This design comes from an exercise in tuning for small area on the open sky130 flow, not from production work. Only simulation tests tie the RTL to the original design; equivalence was not proved. Power and IR drop assume default switching activity.

[design/flow/config.mk]
export PLATFORM = sky130hd
export DESIGN_NAME = alu_cluster
export DESIGN_NICKNAME = alu_cluster
export VERILOG_FILES = /design/flow/design.v
export SDC_FILE = /design/flow/constraint.sdc
export NUM_CORES = 4
export LEC_CHECK = 0
export CAP_MARGIN = 20
export CORE_MARGIN = 2
export CORE_UTILIZATION = 40
export SLEW_MARGIN = 20
[design/flow/constraint.sdc]
create_clock -name core_clock -period 10.0 [get_ports {clk}]
set_input_delay 2.0000 -clock core_clock [delete_from_list [all_inputs] [get_ports {clk}]]
set_output_delay 2.0000 -clock core_clock [all_outputs]
set_load 0.01 [all_outputs]
[design/flow/design.v]
package alu_pkg;
    localparam int WORD_W = 32;
    typedef enum logic [4:0] {
        ADD_SM = 5'd0,
        ADD    = 5'd1,
        SUB_SM = 5'd2,
        SUB    = 5'd3,
        AND    = 5'd4,
        OR     = 5'd5,
        XOR    = 5'd6,
        XNOR   = 5'd7,
        SLT_SM = 5'd8,
        SLTU   = 5'd9,
        SLL    = 5'd10,
        SRL    = 5'd11,
        SRA    = 5'd12,
        EQ     = 5'd13,
        NE     = 5'd14,
        LUI    = 5'd15,
        NOP    = 5'd31
    } alu_op_e;
    typedef struct packed {
        logic [5:0] opcode;
        logic [4:0] rs;
        logic [4:0] rt;
        logic [4:0] rd;
        logic [4:0] shamt;
        logic [5:0] funct;
    } r_fields_t;
    typedef struct packed {
        logic [5:0]  opcode;
        logic [4:0]  rs;
        logic [4:0]  rt;
        logic [15:0] imm;
    } i_fields_t;
    typedef union packed {
        r_fields_t r;
        i_fields_t i;
    } instr_u;
    localparam logic [5:0] OPC_RTYPE = 6'h00;
    localparam logic [5:0] OPC_BEQ   = 6'h04;
    localparam logic [5:0] OPC_BNE   = 6'h05;
    localparam logic [5:0] OPC_ADDIU = 6'h09;
    localparam logic [5:0] OPC_SLTIU = 6'h0b;
    localparam logic [5:0] OPC_ANDI  = 6'h0c;
    localparam logic [5:0] OPC_ORI   = 6'h0d;
    localparam logic [5:0] OPC_XORI  = 6'h0e;
    localparam logic [5:0] OPC_LUI   = 6'h0f;
    localparam logic [5:0] FN_SLL  = 6'h00;
    localparam logic [5:0] FN_SRL  = 6'h02;
    localparam logic [5:0] FN_SRA  = 6'h03;
    localparam logic [5:0] FN_SLLV = 6'h04;
    localparam logic [5:0] FN_SRLV = 6'h06;
    localparam logic [5:0] FN_SRAV = 6'h07;
    localparam logic [5:0] FN_ADD  = 6'h20;
    localparam logic [5:0] FN_ADDU = 6'h21;
    localparam logic [5:0] FN_SUB  = 6'h22;
    localparam logic [5:0] FN_SUBU = 6'h23;
    localparam logic [5:0] FN_AND  = 6'h24;
    localparam logic [5:0] FN_OR   = 6'h25;
    localparam logic [5:0] FN_XOR  = 6'h26;
    localparam logic [5:0] FN_XNOR = 6'h27;
    localparam logic [5:0] FN_SLT  = 6'h2a;
    localparam logic [5:0] FN_SLTU = 6'h2b;
endpackage
module op_decoder #(
    parameter int lanes = 4
) (
    input  logic                                 clk,
    input  logic                                 reset,
    input  logic                                 in_valid,
    input  logic [alu_pkg::WORD_W-1:0]           instr,
    input  logic [lanes-1:0][alu_pkg::WORD_W-1:0] rs_data,
    input  logic [lanes-1:0][alu_pkg::WORD_W-1:0] rt_data,
    output logic [lanes-1:0]                     issue_valid,
    output logic [lanes-1:0][4:0]                issue_op,
    output logic [lanes-1:0][alu_pkg::WORD_W-1:0] issue_a,
    output logic [lanes-1:0][alu_pkg::WORD_W-1:0] issue_b,
    output logic                                 dec_illegal
);
    localparam int W = alu_pkg::WORD_W;
    localparam logic [1:0] A_RS    = 2'd0;
    localparam logic [1:0] A_SHAMT = 2'd1;
    localparam logic [1:0] A_ZERO  = 2'd2;
    localparam logic [1:0] B_RT   = 2'd0;
    localparam logic [1:0] B_SEXT = 2'd1;
    localparam logic [1:0] B_ZEXT = 2'd2;
    localparam logic [1:0] B_ZERO = 2'd3;
    alu_pkg::instr_u  ins;
    alu_pkg::alu_op_e dec_op;
    logic [1:0]       a_sel;
    logic [1:0]       b_sel;
    logic             illegal_c;
    logic [W-1:0]     shamt_ext;
    logic [W-1:0]     imm_sext;
    logic [W-1:0]     imm_zext;
    assign ins       = instr;
    assign shamt_ext = W'(ins.r.shamt);
    assign imm_sext  = W'($signed(ins.i.imm));
    assign imm_zext  = W'(ins.i.imm);
    always_comb
    begin
        dec_op    = alu_pkg::NOP;
        a_sel     = A_ZERO;
        b_sel     = B_ZERO;
        illegal_c = 1'b0;
        case (ins.r.opcode)
            alu_pkg::OPC_RTYPE:
            begin
                a_sel = A_RS;
                b_sel = B_RT;
                case (ins.r.funct)
                    alu_pkg::FN_SLL:
                    begin
                        dec_op = alu_pkg::SLL;
                        a_sel  = A_SHAMT;
                    end
                    alu_pkg::FN_SRL:
                    begin
                        dec_op = alu_pkg::SRL;
                        a_sel  = A_SHAMT;
                    end
                    alu_pkg::FN_SRA:
                    begin
                        dec_op = alu_pkg::SRA;
                        a_sel  = A_SHAMT;
                    end
                    alu_pkg::FN_SLLV: dec_op = alu_pkg::SLL;
                    alu_pkg::FN_SRLV: dec_op = alu_pkg::SRL;
                    alu_pkg::FN_SRAV: dec_op = alu_pkg::SRA;
                    alu_pkg::FN_ADD:  dec_op = alu_pkg::ADD_SM;
                    alu_pkg::FN_ADDU: dec_op = alu_pkg::ADD;
                    alu_pkg::FN_SUB:  dec_op = alu_pkg::SUB_SM;
                    alu_pkg::FN_SUBU: dec_op = alu_pkg::SUB;
                    alu_pkg::FN_AND:  dec_op = alu_pkg::AND;
                    alu_pkg::FN_OR:   dec_op = alu_pkg::OR;
                    alu_pkg::FN_XOR:  dec_op = alu_pkg::XOR;
                    alu_pkg::FN_XNOR: dec_op = alu_pkg::XNOR;
                    alu_pkg::FN_SLT:  dec_op = alu_pkg::SLT_SM;
                    alu_pkg::FN_SLTU: dec_op = alu_pkg::SLTU;
                    default:
                    begin
                        a_sel     = A_ZERO;
                        b_sel     = B_ZERO;
                        illegal_c = 1'b1;
                    end
                endcase
            end
            alu_pkg::OPC_BEQ:
            begin
                dec_op = alu_pkg::EQ;
                a_sel  = A_RS;
                b_sel  = B_RT;
            end
            alu_pkg::OPC_BNE:
            begin
                dec_op = alu_pkg::NE;
                a_sel  = A_RS;
                b_sel  = B_RT;
            end
            alu_pkg::OPC_ADDIU:
            begin
                dec_op = alu_pkg::ADD;
                a_sel  = A_RS;
                b_sel  = B_SEXT;
            end
            alu_pkg::OPC_SLTIU:
            begin
                dec_op = alu_pkg::SLTU;
                a_sel  = A_RS;
                b_sel  = B_SEXT;
            end
            alu_pkg::OPC_ANDI:
            begin
                dec_op = alu_pkg::AND;
                a_sel  = A_RS;
                b_sel  = B_ZEXT;
            end
            alu_pkg::OPC_ORI:
            begin
                dec_op = alu_pkg::OR;
                a_sel  = A_RS;
                b_sel  = B_ZEXT;
            end
            alu_pkg::OPC_XORI:
            begin
                dec_op = alu_pkg::XOR;
                a_sel  = A_RS;
                b_sel  = B_ZEXT;
            end
            alu_pkg::OPC_LUI:
            begin
                dec_op = alu_pkg::LUI;
                b_sel  = B_ZEXT;
            end
            default: illegal_c = 1'b1;
        endcase
    end
    always_ff @(posedge clk)
    begin
        if (reset)
            dec_illegal <= 1'b0;
        else
            dec_illegal <= in_valid & illegal_c;
    end
    for (genvar i = 0; i < lanes; i++)
    begin : g_issue
        logic [W-1:0] a_c;
        logic [W-1:0] b_c;
        always_comb
        begin
            case (a_sel)
                A_RS:    a_c = rs_data[i];
                A_SHAMT: a_c = shamt_ext;
                default: a_c = '0;
            endcase
            case (b_sel)
                B_RT:    b_c = rt_data[i];
                B_SEXT:  b_c = imm_sext;
                B_ZEXT:  b_c = imm_zext;
                default: b_c = '0;
            endcase
        end
        always_ff @(posedge clk)
        begin
            if (reset)
            begin
                issue_valid[i] <= 1'b0;
                issue_op[i]    <= alu_pkg::NOP;
            end
            else
            begin
                issue_valid[i] <= in_valid;
                issue_op[i]    <= dec_op;
            end
        end
        always_ff @(posedge clk)
        begin
            issue_a[i] <= a_c;
            issue_b[i] <= b_c;
        end
    end
endmodule
module alu_lane (
    input  logic                       clk,
    input  logic                       reset,
    input  logic                       lane_valid,
    input  logic [4:0]                 lane_op,
    input  logic [alu_pkg::WORD_W-1:0] lane_a,
    input  logic [alu_pkg::WORD_W-1:0] lane_b,
    output logic                       res_valid,
    output logic [alu_pkg::WORD_W-1:0] res,
    output logic                       res_flag
);
    localparam int W = alu_pkg::WORD_W;
    logic [W-1:0] res_c;
    logic         flag_c;
    function automatic logic [W-1:0] sm_to_tc(input logic [W-1:0] x);
        if (x[W-1])
            sm_to_tc = {x[W-1], ~x[W-2:0]} + W'(1);
        else
            sm_to_tc = x;
    endfunction
    function automatic logic [W-1:0] tc_to_sm(input logic [W-1:0] x);
        if (x[W-1])
            tc_to_sm = {x[W-1], ~(x[W-2:0] - 1'b1)};
        else
            tc_to_sm = x;
    endfunction
    function automatic logic [W-1:0] sm_neg_tc(input logic [W-1:0] x);
        if (x[W-1])
            sm_neg_tc = {1'b0, x[W-2:0]};
        else
            sm_neg_tc = ~x + W'(1);
    endfunction
    function automatic logic sm_less(input logic [W-1:0] x, input logic [W-1:0] y);
        logic lt;
        case ({x[W-1], y[W-1]})
            2'b11:   lt = x[W-2:0] > y[W-2:0];
            2'b10:   lt = 1'b1;
            2'b01:   lt = 1'b0;
            default: lt = x < y;
        endcase
        sm_less = lt;
    endfunction
    always_comb
    begin
        res_c  = '0;
        flag_c = 1'b0;
        case (lane_op)
            alu_pkg::ADD_SM: res_c = tc_to_sm(sm_to_tc(lane_a) + sm_to_tc(lane_b));
            alu_pkg::ADD:    res_c = lane_a + lane_b;
            alu_pkg::SUB_SM: res_c = tc_to_sm(sm_to_tc(lane_a) + sm_neg_tc(lane_b));
            alu_pkg::SUB:    res_c = lane_a - lane_b;
            alu_pkg::AND:    res_c = lane_a & lane_b;
            alu_pkg::OR:     res_c = lane_a | lane_b;
            alu_pkg::XOR:    res_c = lane_a ^ lane_b;
            alu_pkg::XNOR:   res_c = ~(lane_a ^ lane_b);
            alu_pkg::SLT_SM: res_c = W'(sm_less(lane_a, lane_b));
            alu_pkg::SLTU:   res_c = W'(lane_a < lane_b);
            alu_pkg::SLL:    res_c = lane_b << lane_a;
            alu_pkg::SRL:    res_c = lane_b >> lane_a;
            alu_pkg::SRA:    res_c = $signed(lane_b) >>> lane_a;
            alu_pkg::EQ:     flag_c = (lane_a == lane_b);
            alu_pkg::NE:     flag_c = (lane_a != lane_b);
            alu_pkg::LUI:    res_c = lane_b << 16;
            default:
            begin
                res_c  = '0;
                flag_c = 1'b0;
            end
        endcase
    end
    always_ff @(posedge clk)
    begin
        if (reset)
        begin
            res_valid <= 1'b0;
            res       <= '0;
            res_flag  <= 1'b0;
        end
        else
        begin
            res_valid <= lane_valid;
            res       <= lane_valid ? res_c : '0;
            res_flag  <= lane_valid & flag_c;
        end
    end
endmodule
module result_merge #(
    parameter int lanes = 4
) (
    input  logic                                  clk,
    input  logic                                  reset,
    input  logic [lanes-1:0]                      res_valid,
    input  logic [lanes-1:0][alu_pkg::WORD_W-1:0] res,
    input  logic [lanes-1:0]                      res_flag,
    input  logic                                  dec_illegal,
    output logic                                  out_valid,
    output logic [lanes-1:0][alu_pkg::WORD_W-1:0] result,
    output logic [lanes-1:0]                      cond,
    output logic                                  illegal
);
    logic illegal_d;
    always_ff @(posedge clk)
    begin
        if (reset)
        begin
            illegal_d <= 1'b0;
            illegal   <= 1'b0;
            out_valid <= 1'b0;
            result    <= '0;
            cond      <= '0;
        end
        else
        begin
            illegal_d <= dec_illegal;
            illegal   <= illegal_d;
            out_valid <= res_valid[0];
            if (res_valid[0])
            begin
                for (int i = 0; i < lanes; i++)
                begin
                    result[i] <= res[i];
                    cond[i]   <= res_flag[i];
                end
            end
        end
    end
endmodule
module alu_cluster #(
    parameter int lanes = 4
) (
    input  logic                                  clk,
    input  logic                                  reset,
    input  logic                                  in_valid,
    input  logic [alu_pkg::WORD_W-1:0]            instr,
    input  logic [lanes-1:0][alu_pkg::WORD_W-1:0] rs_data,
    input  logic [lanes-1:0][alu_pkg::WORD_W-1:0] rt_data,
    output logic                                  out_valid,
    output logic [lanes-1:0][alu_pkg::WORD_W-1:0] result,
    output logic [lanes-1:0]                      cond,
    output logic                                  illegal
);
    logic [lanes-1:0]                      issue_valid;
    logic [lanes-1:0][4:0]                 issue_op;
    logic [lanes-1:0][alu_pkg::WORD_W-1:0] issue_a;
    logic [lanes-1:0][alu_pkg::WORD_W-1:0] issue_b;
    logic                                  dec_illegal;
    logic [lanes-1:0]                      lane_valid;
    logic [lanes-1:0][alu_pkg::WORD_W-1:0] lane_res;
    logic [lanes-1:0]                      lane_flag;
    op_decoder #(
        .lanes (lanes)
    ) u_decoder (
        .clk         (clk),
        .reset       (reset),
        .in_valid    (in_valid),
        .instr       (instr),
        .rs_data     (rs_data),
        .rt_data     (rt_data),
        .issue_valid (issue_valid),
        .issue_op    (issue_op),
        .issue_a     (issue_a),
        .issue_b     (issue_b),
        .dec_illegal (dec_illegal)
    );
    for (genvar i = 0; i < lanes; i++)
    begin : g_lane
        alu_lane u_lane (
            .clk        (clk),
            .reset      (reset),
            .lane_valid (issue_valid[i]),
            .lane_op    (issue_op[i]),
            .lane_a     (issue_a[i]),
            .lane_b     (issue_b[i]),
            .res_valid  (lane_valid[i]),
            .res        (lane_res[i]),
            .res_flag   (lane_flag[i])
        );
    end
    result_merge #(
        .lanes (lanes)
    ) u_merge (
        .clk         (clk),
        .reset       (reset),
        .res_valid   (lane_valid),
        .res         (lane_res),
        .res_flag    (lane_flag),
        .dec_illegal (dec_illegal),
        .out_valid   (out_valid),
        .result      (result),
        .cond        (cond),
        .illegal     (illegal)
    );
endmodule
[design/flow/run.sh]
#!/bin/bash
# synth_recipe.tcl (not shown) runs the flow's synth.tcl, then flattens the netlist and writes it again
# the make line also repeats each setting of config.mk as NAME=value (left out here)
make -C /OpenROAD-flow-scripts/flow DESIGN_CONFIG=/design/flow/config.mk WORK_HOME=/design/flow/orfs CLKGATE_MAP_FILE= SYNTH_SCRIPT=/design/flow/synth_recipe.tcl finish
==> summary.md <==
| Metric | Value |
|---|---|
| Status | no timing/DRC/antenna violations |
| R2r worst-path depth | 18 |
| Core Footprint | 197600 um^2 |
| Synth async-reset ratio | 0% |
| Kind of critical path | reg2reg |
| Leading post-synthesis cells by cell area | dfxtp_1 (13%), ha_1 (9.8%), xnor2_1 (7.4%), nor2_1 (6.3%), a21oi_1 (6.0%) |
| Post-Synthesis Cells | 11.35k |
| Inst Count DP | around 14k |
| Fin crit period | 7774 ps |
| Critical path startpoint category | register |
| Setup Viol. Count Final | 0 |
| Achievable Freq | 128.6 MHz |
| Most frequent cells in the layout | nor2_1 (1323), a21oi_1 (952), nand2_1 (922) |
| PwrDens | 118.4 nW/um^2 |
| DRC Markers | 0 |
| CTS buffer count | 66 |
| Total track usage | 41.90% |
| Maximum vdd ir drop | ~0.13 mV |
| Sum of negative setup slack | 0 ps |
| Number of synthesized flops with an enable pin | 0 |
| Worst hold slack | 383.1 ps |
| Bufs on Longest Clock Path | 3 |
| GRT Residual Overflow | 0 |
| Root Driver | clkbuf_16 |
| Post_cts resized | 0 |
| Flops & latches, synth | 531 |
| Worst r2r src | u_decoder.issue_a[65]$_DFF_P_ |
| Initial core utilization | just over 40% |
| Share of cells above drive strength 1 | 6.198% |
| Final Max Slew Viols | 0 |
| Initial antenna violation count | 36 |
| Post-CTS Hold Fix Bufs | 0 |
| Die height | 450.2 um |
| Overall power | 0.01047 W |
| Met2 Use GR | 62.77% |
| Nets@finish | between 10k and 15k |
| Layout area overhead | 11.10% |
| Hold Crit Start | u_merge.illegal_d$_SDFF_PP0_ |
| Via count of the first global-routing pass | 86.28k |
| # rows | 163 |
| Leading area contributor after synthesis | dfxtp_1 |
| Initial DRC Count | 12.70k |
| Worst Tran Pin Value | about 1300 ps |
| Gr busiest metal | met2 |
| Relative slew margins | 13.22% |
| Worst Hold Class | reg2reg |
| Top cell type's share of synthesized area | 13.35% |
| Clock slew at reported path FFs | 70 ps |
| Commonest non-fill, non-tap cell in the layout | nor2_1 |
| Post-synthesis cell type count | about 130 |
| H-tree depth | 3 |
| Met1 usage | 53.91% |
| # Post-CTS Setup Buffers | 0 |
| Dpl ws | 2763 ps |
| Clock sink count | 531 |
| Data required, critical path | about 11000 ps |
| Die Area | between 200000 and 250000 um^2 |
| Antenna Nets Post-Route | 0 |
| Total wire length | 446.5 mm |
| Clock Latency Late Sink | 790 ps |
| # IOs | 425 |
| Mean Syn Cell Area | 7.016 um^2 |
| DR vias | 93.10k |
| CP Capture Type | register |
| CP max FO | 19 |
| Met3 usage | 9.400% |
| Number of port buffers | 414 |
| Max Cap Violations | 0 |
| GPL Wtd Cong | ~1.1 |
| Tcrit/Tclk final | 77.74% |
| Seq/Total Area, Yosys | 13.35% |
| Pleak | approximately 34 nW |
| RSZ-0062 raised after global routing | false |
| Pre-antenna DRT Iters | 7 |
| Setup crit start | u_decoder.issue_a[65]$_DFF_P_ |
| Final Hold Fails | 0 |
| Clk_skew | 70.89 ps |
| Final Instance Count excl. Fillers | 13.97k |
| Die Wd | between 400 and 500 um |
| First-pass GRT wire length | roughly 630 mm |
| Final WS setup | 2226 ps |
| Post-Syn Area | 79620 um^2 |
| Dominant synthesized flop cell | dfxtp_1 |
| Via density | approximately 6.7 |
| CTS tree | built |
| Worst Path Arrival | between 8000 and 9000 ps |
| WL/cell | around 32 um |
| Synthesized Nets | between 10k and 15k |
| Largest net degree at the start of global routing | between 90 and 100 |
| WHS Path Cells | 1 |
| Hpwl dp | 344.5 mm |
| Synth Warn # | 3 |
## worst max-delay path, stage by stage (launching register included)
cell       delay (ps)
dfxtp_4           370
inv_1             560
ha_1              530
nor4b_2           630
a311o_1           340
nand2_1           150
ha_1              450
a221oi_1          430
nand3_1           250
a41oi_1           490
a21oi_1           280
a221oi_1          590
o21a_1            290
xor2_2            140
buf_4             290
nor2_1            100
xnor2_1           200
a2111oi_0         950
a21oi_1           460
## state kept, by name, summed over array words and instances, names as in the netlist, 4 cells and up
register and count:
u_decoder.issue_b 128, u_decoder.issue_a 128, g_lane.u_lane.res 128, u_merge.result 128, u_merge.cond 4, u_decoder.issue_op 5, g_lane.u_lane.res_flag 4
## routing by layer
layer	routed length (um)	share of wire [%]	up-vias
met3	44810	10	1183
met2	188000	42	5554
li1	-	-	41440
met5	99	0.022	-
met4	33570	7.5	14
met1	180100	40	44910
## where the power goes
group          switching [W]  leakage (nW)  total, W  internal (W)
clock                0.00115          1.06   0.00254       0.00139
sequential          0.000116          4.32   0.00228       0.00216
combinational        0.00364          28.7   0.00566       0.00202
total                0.00491          34.1    0.0105       0.00556
## Yosys cell counts (76+ instances only)
master    number
a211oi_1     193
a21o_1       280
a21oi_1      953
a221oi_1     162
a31oi_1      168
and2_1       183
and3_1        82
buf_1        136
clkbuf_1     667
dfxtp_1      531
ha_1         623
inv_1        483
mux2i_1      299
mux4_2        76
nand2_1      925
nand2b_1     120
nand3_1      201
nand4_1       79
nor2_1      1332
nor3_1       314
nor4_1        95
o211ai_1     146
o21a_1        80
o21ai_0      814
o21bai_1     107
o31ai_1      125
or3_1        109
xnor2_1      670
xor2_1       123
## per-stage QoR
step	cell area, um^2	util [%]
global route	88440	44.75
floorplan	79620	-
finish	88460	44.76
global placement	86190	43.61
CTS	88390	44.72
detailed placement	86200	43.62
## path summary, 6_finish.rpt
check / to / slack, ps
setup reg to reg: g_lane[2].u_lane.res[8]$_SDFF_PP0_ / 2230
setup / recovery: g_lane[2].u_lane.res[8]$_SDFF_PP0_ / 2230
hold reg to reg: u_merge.illegal$_SDFF_PP0_ / 380
hold / removal: u_merge.illegal$_SDFF_PP0_ / 380
## layout make-up
type | count | area (um^2)
clock inverter | 36 | 424.2
multi-input combinational | 9467 | 64060
sequential | 531 | 10680
fill | 20410 | 109200
antenna | 21 | 52.55
clock buffer | 82 | 1762
timing repair buffer | 694 | 6297
tap | 2640 | 3303
inverter | 500 | 1878
## kinds of logic (layout without fill, tap and decap cells)
family / Yosys count / after routing / share of synthesized area [%]
multiplexers: 395 / 395 / 6.206
XOR/XNOR: 805 / 805 / 8.990
adder cells (fa/ha/maj): 652 / 652 / 10.36
AO/OA/AOI/OAI: 3910 / 3910 / 32.73
buffers and inverters: 1350 / 1312 / 6.476
AND/OR/NAND/NOR: 3705 / 3705 / 21.89
other: 0 / 21 / 0
flip-flops: 531 / 531 / 13.35

re-timing with driven ports:
How much do the figures lean on ideal ports? The routed layout below was timed once more, with nothing changed but the port constraints.
Step 1 sets driving cells, clkbuf_16 on the clock port and buf_2 on the other inputs (assumed; they add their load-dependent delay and slew).
Step 2 times the ports against the registers' clock, not the clock port: input delays grow and output delays shrink by t, the midpoint of the rising clock arrivals with the driver on.
Three values: no drivers, after step 1, after step 2; two values: the first two.
t (ns): 0.846
setup WS [ns]: 2.226 / 2.226 / 2.226
worst setup path at the end: register to register
clock arrival spread, ns: 0.072 / 0.071
cell pins on the clock port's net: 1
After both steps this run still meets setup and hold. The setup slack of this run moves by 0.000 ns with the drivers and by 0.000 ns with both steps.
